From an optimization exercise on the open Yosys and OpenROAD flow, aimed at small area, a short achievable clock period and few clock cycles; shortcuts taken in it are not production practice. The RTL was checked by simulation tests, not by an equivalence proof against the original design.

<file path="design.v">
package sacu_pkg;
    localparam int STORE_BYTES_DEF  = 32;
    localparam int MAX_SEGMENTS_DEF = 16;
    localparam logic [2:0] KIND_ALLOC   = 3'd0;
    localparam logic [2:0] KIND_FREE    = 3'd1;
    localparam logic [2:0] KIND_COMPACT = 3'd2;
    localparam logic [2:0] KIND_WRITE   = 3'd3;
    localparam logic [2:0] KIND_READ    = 3'd4;
    localparam logic [2:0] ST_OK       = 3'd0;
    localparam logic [2:0] ST_OOM      = 3'd1;
    localparam logic [2:0] ST_FULL     = 3'd2;
    localparam logic [2:0] ST_NOTFOUND = 3'd3;
    localparam logic [2:0] ST_BAD      = 3'd4;
    typedef enum logic [4:0] {
        OP_NONE,
        OP_LOAD,
        OP_APPEND,
        OP_TBL_RD,
        OP_NEXT_I,
        OP_REUSE,
        OP_MARK_FREE,
        OP_ZERO_SEG,
        OP_MOVE_RD,
        OP_MOVE_WR,
        OP_SKIP_BYTE,
        OP_KEEP,
        OP_TAIL_INIT,
        OP_ZERO_TAIL,
        OP_COMPACT_END,
        OP_BYTE_WR,
        OP_BYTE_RD
    } dp_op_t;
    typedef struct packed {
        dp_op_t     op;
        logic       finish;
        logic [2:0] status;
    } dp_cmd_t;
    typedef struct packed {
        logic [2:0] kind;
        logic       size_zero;
        logic       can_append;
        logic       fits;
        logic       i_end;
        logic       alloc_hit;
        logic       free_hit;
        logic       avail;
        logic       k_end;
        logic       move_ok;
        logic       tail_end;
        logic       addr_ok;
        logic       out_busy;
    } dp_stat_t;
endpackage
module sacu_ram #(
    parameter int WIDTH = 8,
    parameter int DEPTH = 32
) (
    input  logic                     clk,
    input  logic                     wr_en,
    input  logic [$clog2(DEPTH)-1:0] wr_addr,
    input  logic [WIDTH-1:0]         wr_data,
    input  logic                     rd_en,
    input  logic [$clog2(DEPTH)-1:0] rd_addr,
    output logic [WIDTH-1:0]         rd_data
);
    logic [WIDTH-1:0] mem_reg [DEPTH];
    logic [WIDTH-1:0] rd_data_reg;
    always_ff @(posedge clk)
    begin
        if (wr_en)
        begin
            mem_reg[wr_addr] <= wr_data;
        end
        if (rd_en)
        begin
            rd_data_reg <= mem_reg[rd_addr];
        end
    end
    assign rd_data = rd_data_reg;
endmodule
import sacu_pkg::*;
module sacu_ctrl (
    input  logic               clk,
    input  logic               rst_n,
    input  logic               in_valid,
    output logic               in_ready,
    input  sacu_pkg::dp_stat_t stat,
    output sacu_pkg::dp_cmd_t  cmd
);
    typedef enum logic [3:0] {
        S_IDLE,
        S_DECODE,
        S_RD,
        S_CHK,
        S_ZERO,
        S_MOVE,
        S_MOVE_WR,
        S_TAIL,
        S_DONE
    } state_t;
    state_t     state_reg, state_next;
    logic [2:0] st_reg, st_next;
    always_comb
    begin
        state_next = state_reg;
        st_next    = st_reg;
        cmd.op     = OP_NONE;
        cmd.finish = 1'b0;
        cmd.status = st_reg;
        unique case (state_reg)
            S_IDLE:
            begin
                if (in_valid)
                begin
                    cmd.op     = OP_LOAD;
                    state_next = S_DECODE;
                end
            end
            S_DECODE:
            begin
                state_next = S_DONE;
                st_next    = ST_BAD;
                priority case (stat.kind)
                    KIND_ALLOC:
                    begin
                        if (stat.size_zero)
                        begin
                            st_next = ST_BAD;
                        end
                        else if (stat.can_append)
                        begin
                            cmd.op  = OP_APPEND;
                            st_next = ST_OK;
                        end
                        else
                        begin
                            state_next = S_RD;
                        end
                    end
                    KIND_FREE, KIND_COMPACT:
                    begin
                        state_next = S_RD;
                    end
                    KIND_WRITE:
                    begin
                        if (stat.addr_ok)
                        begin
                            cmd.op  = OP_BYTE_WR;
                            st_next = ST_OK;
                        end
                    end
                    KIND_READ:
                    begin
                        if (stat.addr_ok)
                        begin
                            cmd.op  = OP_BYTE_RD;
                            st_next = ST_OK;
                        end
                    end
                    default:
                    begin
                        st_next = ST_BAD;
                    end
                endcase
            end
            S_RD:
            begin
                if (stat.i_end)
                begin
                    if (stat.kind == KIND_ALLOC)
                    begin
                        st_next    = stat.fits ? ST_FULL : ST_OOM;
                        state_next = S_DONE;
                    end
                    else if (stat.kind == KIND_FREE)
                    begin
                        st_next    = ST_NOTFOUND;
                        state_next = S_DONE;
                    end
                    else
                    begin
                        cmd.op     = OP_TAIL_INIT;
                        state_next = S_TAIL;
                    end
                end
                else
                begin
                    cmd.op     = OP_TBL_RD;
                    state_next = S_CHK;
                end
            end
            S_CHK:
            begin
                if (stat.kind == KIND_ALLOC)
                begin
                    if (stat.alloc_hit)
                    begin
                        cmd.op     = OP_REUSE;
                        st_next    = ST_OK;
                        state_next = S_DONE;
                    end
                    else
                    begin
                        cmd.op     = OP_NEXT_I;
                        state_next = S_RD;
                    end
                end
                else if (stat.kind == KIND_FREE)
                begin
                    if (stat.free_hit)
                    begin
                        state_next = S_ZERO;
                    end
                    else
                    begin
                        cmd.op     = OP_NEXT_I;
                        state_next = S_RD;
                    end
                end
                else if (stat.avail)
                begin
                    cmd.op     = OP_NEXT_I;
                    state_next = S_RD;
                end
                else
                begin
                    state_next = S_MOVE;
                end
            end
            S_ZERO:
            begin
                if (stat.k_end)
                begin
                    cmd.op     = OP_MARK_FREE;
                    st_next    = ST_OK;
                    state_next = S_DONE;
                end
                else
                begin
                    cmd.op = OP_ZERO_SEG;
                end
            end
            S_MOVE:
            begin
                if (stat.k_end)
                begin
                    cmd.op     = OP_KEEP;
                    state_next = S_RD;
                end
                else if (stat.move_ok)
                begin
                    cmd.op     = OP_MOVE_RD;
                    state_next = S_MOVE_WR;
                end
                else
                begin
                    cmd.op = OP_SKIP_BYTE;
                end
            end
            S_MOVE_WR:
            begin
                cmd.op     = OP_MOVE_WR;
                state_next = S_MOVE;
            end
            S_TAIL:
            begin
                if (stat.tail_end)
                begin
                    cmd.op     = OP_COMPACT_END;
                    st_next    = ST_OK;
                    state_next = S_DONE;
                end
                else
                begin
                    cmd.op = OP_ZERO_TAIL;
                end
            end
            S_DONE:
            begin
                if (!stat.out_busy)
                begin
                    cmd.finish = 1'b1;
                    state_next = S_IDLE;
                end
            end
            default:
            begin
                state_next = S_IDLE;
            end
        endcase
    end
    always_ff @(posedge clk or negedge rst_n)
    begin
        if (!rst_n)
        begin
            state_reg <= S_IDLE;
            st_reg    <= ST_OK;
        end
        else
        begin
            state_reg <= state_next;
            st_reg    <= st_next;
        end
    end
    assign in_ready = (state_reg == S_IDLE);
endmodule
import sacu_pkg::*;
module sacu_dp #(
    parameter int STORE_BYTES  = 32,
    parameter int MAX_SEGMENTS = 16
) (
    input  logic              clk,
    input  logic              rst_n,
    input  logic [23:0]       in_data,
    input  sacu_pkg::dp_cmd_t cmd,
    output sacu_pkg::dp_stat_t stat,
    output logic              out_valid,
    input  logic              out_ready,
    output logic [23:0]       out_data
);
    localparam int BW   = $clog2(STORE_BYTES);
    localparam int FTW  = $clog2(STORE_BYTES + 1);
    localparam int IW   = $clog2(MAX_SEGMENTS);
    localparam int CW   = $clog2(MAX_SEGMENTS + 1);
    localparam int ENTW = 2 * FTW + 1;
    localparam int CMPW = FTW + 7;
    logic [2:0]             kind_reg;
    logic [5:0]             size_reg;
    logic [4:0]             addr_reg;
    logic [7:0]             wdata_reg;
    logic [FTW-1:0]         free_top_reg;
    logic [CW-1:0]          count_reg;
    logic [CW-1:0]          i_reg;
    logic [CW-1:0]          keep_reg;
    logic [FTW-1:0]         dst_reg;
    logic [FTW-1:0]         k_reg;
    logic [FTW-1:0]         res_addr_reg;
    logic [STORE_BYTES-1:0] bv_reg;
    logic                   bvq_reg;
    logic                   out_valid_reg;
    logic [2:0]             out_status_reg;
    logic [5:0]             out_addr_reg;
    logic [7:0]             out_rdata_reg;
    logic [ENTW-1:0] tq;
    logic [FTW-1:0]  e_start;
    logic [FTW-1:0]  e_size;
    logic            e_avail;
    logic [CMPW-1:0] src_sum;
    logic [CMPW-1:0] dst_sum;
    logic            src_ok;
    logic            t_wr;
    logic [IW-1:0]   t_waddr;
    logic [ENTW-1:0] t_wdata;
    logic            t_rd;
    logic            b_wr;
    logic [BW-1:0]   b_waddr;
    logic [7:0]      b_wdata;
    logic            b_rd;
    logic [BW-1:0]   b_raddr;
    logic [7:0]      bq;
    assign e_start = tq[FTW-1:0];
    assign e_size  = tq[2*FTW-1:FTW];
    assign e_avail = tq[2*FTW];
    assign src_sum = CMPW'(e_start) + CMPW'(k_reg);
    assign dst_sum = CMPW'(dst_reg) + CMPW'(k_reg);
    assign src_ok  = src_sum < CMPW'(STORE_BYTES);
    assign stat.kind       = kind_reg;
    assign stat.size_zero  = (size_reg == 6'd0);
    assign stat.fits       = (CMPW'(size_reg) + CMPW'(free_top_reg)) <= CMPW'(STORE_BYTES);
    assign stat.can_append = stat.fits && (CMPW'(count_reg) < CMPW'(MAX_SEGMENTS));
    assign stat.i_end      = (i_reg == count_reg);
    assign stat.alloc_hit  = e_avail && (CMPW'(e_size) == CMPW'(size_reg));
    assign stat.free_hit   = (CMPW'(e_start) == CMPW'(addr_reg));
    assign stat.avail      = e_avail;
    assign stat.k_end      = (k_reg == e_size);
    assign stat.move_ok    = src_ok && (dst_sum < CMPW'(STORE_BYTES));
    assign stat.tail_end   = (k_reg >= free_top_reg) || (CMPW'(k_reg) >= CMPW'(STORE_BYTES));
    assign stat.addr_ok    = CMPW'(addr_reg) < CMPW'(STORE_BYTES);
    assign stat.out_busy   = out_valid_reg && !out_ready;
    always_comb
    begin
        t_wr    = 1'b0;
        t_waddr = i_reg[IW-1:0];
        t_wdata = tq;
        t_rd    = 1'b0;
        b_wr    = 1'b0;
        b_waddr = dst_sum[BW-1:0];
        b_wdata = bq;
        b_rd    = 1'b0;
        b_raddr = src_sum[BW-1:0];
        unique case (cmd.op)
            OP_APPEND:
            begin
                t_wr    = 1'b1;
                t_waddr = count_reg[IW-1:0];
                t_wdata = {1'b0, FTW'(size_reg), free_top_reg};
            end
            OP_TBL_RD:
            begin
                t_rd = 1'b1;
            end
            OP_REUSE:
            begin
                t_wr    = 1'b1;
                t_wdata = {1'b0, e_size, e_start};
            end
            OP_MARK_FREE:
            begin
                t_wr    = 1'b1;
                t_wdata = {1'b1, e_size, e_start};
            end
            OP_KEEP:
            begin
                t_wr    = 1'b1;
                t_waddr = keep_reg[IW-1:0];
                t_wdata = {1'b0, e_size, dst_reg};
            end
            OP_MOVE_RD:
            begin
                b_rd = 1'b1;
            end
            OP_MOVE_WR:
            begin
                b_wr = 1'b1;
            end
            OP_BYTE_WR:
            begin
                b_wr    = 1'b1;
                b_waddr = BW'(addr_reg);
                b_wdata = wdata_reg;
            end
            OP_BYTE_RD:
            begin
                b_rd    = 1'b1;
                b_raddr = BW'(addr_reg);
            end
            default:
            begin
            end
        endcase
    end
    sacu_ram #(.WIDTH(ENTW), .DEPTH(MAX_SEGMENTS)) u_table (
        .clk     (clk),
        .wr_en   (t_wr),
        .wr_addr (t_waddr),
        .wr_data (t_wdata),
        .rd_en   (t_rd),
        .rd_addr (i_reg[IW-1:0]),
        .rd_data (tq)
    );
    sacu_ram #(.WIDTH(8), .DEPTH(STORE_BYTES)) u_store (
        .clk     (clk),
        .wr_en   (b_wr),
        .wr_addr (b_waddr),
        .wr_data (b_wdata),
        .rd_en   (b_rd),
        .rd_addr (b_raddr),
        .rd_data (bq)
    );
    always_ff @(posedge clk)
    begin
        if (cmd.op == OP_LOAD)
        begin
            kind_reg  <= in_data[2:0];
            size_reg  <= in_data[8:3];
            addr_reg  <= in_data[13:9];
            wdata_reg <= in_data[21:14];
        end
        if (b_rd)
        begin
            bvq_reg <= bv_reg[b_raddr];
        end
        if (cmd.finish)
        begin
            out_status_reg <= cmd.status;
            out_addr_reg   <= 6'(res_addr_reg);
            out_rdata_reg  <= (kind_reg == KIND_READ && cmd.status == ST_OK && bvq_reg)
                              ? bq : 8'd0;
        end
    end
    always_ff @(posedge clk or negedge rst_n)
    begin
        if (!rst_n)
        begin
            free_top_reg  <= '0;
            count_reg     <= '0;
            i_reg         <= '0;
            keep_reg      <= '0;
            dst_reg       <= '0;
            k_reg         <= '0;
            res_addr_reg  <= '0;
            bv_reg        <= '0;
            out_valid_reg <= 1'b0;
        end
        else
        begin
            if (cmd.finish)
            begin
                out_valid_reg <= 1'b1;
            end
            else if (out_ready)
            begin
                out_valid_reg <= 1'b0;
            end
            unique case (cmd.op)
                OP_LOAD:
                begin
                    i_reg        <= '0;
                    keep_reg     <= '0;
                    dst_reg      <= '0;
                    k_reg        <= '0;
                    res_addr_reg <= '0;
                end
                OP_APPEND:
                begin
                    count_reg    <= count_reg + 1'b1;
                    res_addr_reg <= free_top_reg;
                    free_top_reg <= free_top_reg + FTW'(size_reg);
                end
                OP_NEXT_I:
                begin
                    i_reg <= i_reg + 1'b1;
                    k_reg <= '0;
                end
                OP_REUSE:
                begin
                    res_addr_reg <= e_start;
                end
                OP_ZERO_SEG:
                begin
                    if (src_ok)
                    begin
                        bv_reg[src_sum[BW-1:0]] <= 1'b0;
                    end
                    k_reg <= k_reg + 1'b1;
                end
                OP_MOVE_WR:
                begin
                    bv_reg[dst_sum[BW-1:0]] <= bvq_reg;
                    k_reg <= k_reg + 1'b1;
                end
                OP_SKIP_BYTE:
                begin
                    k_reg <= k_reg + 1'b1;
                end
                OP_KEEP:
                begin
                    i_reg    <= i_reg + 1'b1;
                    keep_reg <= keep_reg + 1'b1;
                    dst_reg  <= dst_reg + e_size;
                    k_reg    <= '0;
                end
                OP_TAIL_INIT:
                begin
                    k_reg <= dst_reg;
                end
                OP_ZERO_TAIL:
                begin
                    bv_reg[k_reg[BW-1:0]] <= 1'b0;
                    k_reg <= k_reg + 1'b1;
                end
                OP_COMPACT_END:
                begin
                    count_reg    <= keep_reg;
                    free_top_reg <= dst_reg;
                    res_addr_reg <= dst_reg;
                end
                OP_BYTE_WR:
                begin
                    bv_reg[BW'(addr_reg)] <= 1'b1;
                end
                default:
                begin
                end
            endcase
        end
    end
    assign out_valid = out_valid_reg;
    assign out_data  = {7'd0, out_rdata_reg, out_addr_reg, out_status_reg};
endmodule
import sacu_pkg::*;
module segment_allocator_with_compaction_unit #(
    parameter int STORE_BYTES  = sacu_pkg::STORE_BYTES_DEF,
    parameter int MAX_SEGMENTS = sacu_pkg::MAX_SEGMENTS_DEF
) (
    input  logic        clk,
    input  logic        rst_n,
    input  logic        s_tvalid,
    output logic        s_tready,
    input  logic [23:0] s_tdata,    
    output logic        m_tvalid,
    input  logic        m_tready,
    output logic [23:0] m_tdata     
);
    sacu_pkg::dp_cmd_t  cmd;
    sacu_pkg::dp_stat_t stat;
    sacu_ctrl u_ctrl (
        .clk      (clk),
        .rst_n    (rst_n),
        .in_valid (s_tvalid),
        .in_ready (s_tready),
        .stat     (stat),
        .cmd      (cmd)
    );
    sacu_dp #(
        .STORE_BYTES  (STORE_BYTES),
        .MAX_SEGMENTS (MAX_SEGMENTS)
    ) u_dp (
        .clk       (clk),
        .rst_n     (rst_n),
        .in_data   (s_tdata),
        .cmd       (cmd),
        .stat      (stat),
        .out_valid (m_tvalid),
        .out_ready (m_tready),
        .out_data  (m_tdata)
    );
endmodule
</file>
<file path="run.sh">
#!/bin/bash
# synth_recipe.tcl (not shown) runs the flow's synth.tcl, then flattens the netlist and writes it again
# the make line also repeats each setting of config.mk as NAME=value (left out here)
make -C /OpenROAD-flow-scripts/flow DESIGN_CONFIG=/design/flow/config.mk WORK_HOME=/design/flow/orfs CLKGATE_MAP_FILE= SYNTH_SCRIPT=/design/flow/synth_recipe.tcl finish
</file>
<file path="config.mk">
export PLATFORM = sky130hd
export DESIGN_NAME = segment_allocator_with_compaction_unit
export DESIGN_NICKNAME = segment_allocator_with_compaction_unit
export VERILOG_FILES = /design/flow/design.v
export SDC_FILE = /design/flow/constraint.sdc
export NUM_CORES = 4
export LEC_CHECK = 0
export CAP_MARGIN = 20
export CORE_MARGIN = 2
export CORE_UTILIZATION = 40
export SLEW_MARGIN = 20
</file>
<file path="constraint.sdc">
create_clock -name core_clock -period 6.0 [get_ports {clk}]
set_input_delay 1.2000 -clock core_clock [delete_from_list [all_inputs] [get_ports {clk}]]
set_output_delay 1.2000 -clock core_clock [all_outputs]
set_load 0.01 [all_outputs]
</file>
==> summary.txt <==
[per-stage QoR]
| stage | util [%] | hold slack [ps] | worst slack (ps) |
|---|---|---|---|
| 2_1_floorplan | - | 425 | 1930 |
| 3_3_place_gp | 42.8 | 462 | 1520 |
| 3_5_place_dp | 42.8 | 456 | 1480 |
| 4_1_cts | 45.9 | 446 | 1460 |
| 5_1_grt | 46.0 | 470 | 1210 |
| 6_report | 46.0 | 453 | 1480 |
[area by class of cell]
cell class	instances	area, um2
Fill cell	5992	37200
Sequential cell	604	17700
Multi-Input combinational cell	1185	9710
Clock buffer	79	1710
Tap cell	931	1160
Timing Repair Buffer	86	851
Clock inverter	36	400
Inverter	24	90.1
[power by group through the flow]
stage	sequential (mW)	combinational [mW]	clock (mW)
3_3_place_gp	5.38	4.31	0
5_1_grt	5.33	4.80	4.24
6_report	5.30	4.42	3.98
2_1_floorplan	5.22	3.13	0
4_1_cts	5.30	4.40	4.07
3_5_place_dp	5.39	4.39	0
[cell usage after synthesis, types with 14 or more instances]
| cell | count |
|---|---|
| nor2_1 | 153 |
| nor4_1 | 15 |
| edfxtp_1 | 525 |
| nor3_1 | 26 |
| nand2_1 | 197 |
| ha_1 | 46 |
| xor2_1 | 14 |
| mux2i_1 | 36 |
| xnor2_1 | 38 |
| a22oi_1 | 22 |
| mux4_2 | 137 |
| dfrtp_1 | 79 |
| inv_1 | 24 |
| a21o_1 | 16 |
| o211ai_1 | 38 |
| buf_2 | 17 |
| and2_1 | 18 |
| clkbuf_1 | 55 |
| o21ai_0 | 92 |
| nand3_1 | 40 |
| a21oi_1 | 69 |
| mux2_2 | 28 |
[path summary, 6_finish.rpt]
check | startpoint | end | slack [ps] | depth (start not counted)
worst max-delay path | u_dp.size_reg[0] | u_dp.u_table.mem_reg[12][0] | 1480 | 10
worst min-delay path | u_dp.res_addr_reg[3] | u_dp.out_addr_reg[3] | 450 | 0
worst max register to register | u_dp.size_reg[0] | u_dp.u_table.mem_reg[12][0] | 1480 | 10
worst min register to register | u_dp.res_addr_reg[3] | u_dp.out_addr_reg[3] | 450 | 0
max in group asynchronous | rst_n | u_dp.bv_reg[8] | 4380 | 2
min in group asynchronous | rst_n | u_dp.free_top_reg[4] | 560 | 1
[routing by layer]
metal	part of all wire [%]	routed length (um)	vias up	track usage (%)
met4	2.7	1930	0	6.08
met3	6.4	4560	133	3.51
li1	-	-	7567	-
met5	0	0	-	0
met2	47	33800	699	32.0
met1	43	30900	8818	27.8
[kinds of logic (layout without fill, tap and decap cells)]
logic type | count (synthesis) | count (layout) | synth area share, %
DFF | 604 | 604 | 63.7
and+or+nand+nor | 533 | 533 | 8.92
AOI/OAI and AO/OA | 342 | 342 | 8.00
muxes | 201 | 201 | 13.5
buffers and inverters | 121 | 225 | 1.89
xor gates and xnor gates | 52 | 52 | 1.63
adders and majority gates | 50 | 50 | 2.35
other | 1 | 7 | 0.0135
==> flow_summary.json <==
{
  "outcome": "finished clean",
  "crit_chain": "ha_1 -> fa_1 -> a211oi_1 -> o21ba_2 -> o221ai_1 -> a2111oi_4 -> buf_4 -> nor3_1 -> nand2_1 -> nand3_1",
  "fin_nets": 2045,
  "drive_gt1_share_pct": 17.1,
  "dp.cells": 2827,
  "port_buffers": 44,
  "grt_pass1_wl_um": 107000,
  "synth_edf_count": 525,
  "final_area_um2": 31700,
  "clk_latency_ps": 610,
  "async_flop_share_pct": 13.1,
  "critPathSlowestCell": "a2111oi_4",
  "cts_buffers": 66,
  "vdd_drop_max_mv": 0.273,
  "core_um2": 68800,
  "cp.required_ps": 6100,
  "crit_path_end_kind": "flop",
  "hpwl_um": 47000,
  "timing.slew.headroom_pct": 24.4,
  "firstDrtPassIters": 6,
  "htree_num_levels": 3,
  "cp.arrival_ps": 4620,
  "power_switching_mw": 4.59,
  "wire_per_inst_um": 24.2,
  "drtIter0Drc": 1961,
  "clkPwrFrac_pct": 29.1,
  "critPathMaxStageDelay_ps": 830,
  "finalCriticalPeriod_ps": 4520,
  "p_comb_share_pct": 32.3,
  "antenna_found_initial": 0,
  "clockRootBuffer": "clkbuf_16",
  "crit_path_max_fanout": 21,
  "p_total_mw": 13.7,
  "cp_num_buf_inv": 1,
  "yosysTopAreaCell": "edfxtp_1",
  "rsz0062_at_grt": "false",
  "num_io_pins": 54,
  "vias": 17200,
  "tightestPinTransition_ps": 1130,
  "start_util_pct": 40.5,
  "grt_overflow": 0,
  "fin_skew_ps": 41.5,
  "post_cts_buffers": 0,
  "tns_ps": 0,
  "hold_class": "flop to flop",
  "final_common_cell": "edfxtp_1",
  "gp_congestion": 0.928,
  "cts_tree": "done",
  "die_y_um": 268,
  "wl_um": 71300,
  "rows": 96,
  "grt_pass1_vias": 16800,
  "intPower_mw": 9.12,
  "dieWidth_um": 268,
  "grt_start_max_net_pins": 65,
  "largest_reg_flops": 256,
  "hold_viol": 0,
  "synth.avg_cell_area_um2": 14.6,
  "worst_path_dominant_cell_family": "compound AO/OA/AOI/OAI gates",
  "route.detailed.drc": 0,
  "swShare_pct": 33.5,
  "slew_violations": 0,
  "final_cell_mix": "525 x edfxtp_1, 191 x nand2_1, 153 x nor2_1",
  "ys_types": 82,
  "syn2layout_area_growth_pct": 13.7,
  "stdcell_count": 2945,
  "syn_inst": 1904,
  "syn_area_um2": 27900,
  "max_freq_mhz": 221,
  "clk_path_buf_depth": 3,
  "grt_use_total_pct": 20.0,
  "cellLeakagePower_nw": 10.7,
  "final-setup-viol-count": 0,
  "max-cap-violations": 0,
  "synth_top_area_share_pct": 56.6,
  "critPathLaunchType": "flop",
  "detail-route-antenna-nets": 0,
  "synthFlopType": "edfxtp_1",
  "cts-resized-gates": 0,
  "p_seq_share_pct": 38.7,
  "antenna_cells": 0,
  "via_per_inst": 5.85,
  "dpl_cell_area_um2": 29500,
  "path_class": "flop to flop",
  "period_share_pct": 75.3,
  "yosys_register_bits": 604,
  "power_density_nw_per_um2": 433,
  "yosysSeqAreaShare_pct": 63.7,
  "clk_pin_slew_ps": 60,
  "yosys_warnings": 4,
  "postCtsHoldBufs": 0,
  "die_area_um2": 71800,
  "yosys-top-cells-area": "edfxtp_1 57%, mux4_2 11%, dfrtp_1 7.1%",
  "clock_sinks": 604
}
Testbench counts, summed over its fixed seeds: cycles 166,886.

[what the ideal ports hide]
In the flow no input, the clock included, has a driving cell. The finished layout below was timed again as built, in two steps. Step 1, drivers: a clkbuf_16 drives clk and a buf_2 each remaining input, both assumed. Step 2 times the ports against the registers' clock, not the clock port: input delays grow and output delays shrink by t, the midpoint of the rising clock arrivals with the driver on. a / b / c = ideal / step 1 / step 2; a / b = the first two.
shift t [ns]: 0.655
slack for setup (ns): 1.485 / 1.485 / 1.435
latest minus earliest clock arrival (ns): 0.042 / 0.042
slew at the worst register clock pin (ns): 0.07 / 0.07
pins driven straight from the clock port: 1
After both steps this run still meets setup and hold. The setup slack of this run moves by 0.000 ns with the drivers and by -0.050 ns with both steps.
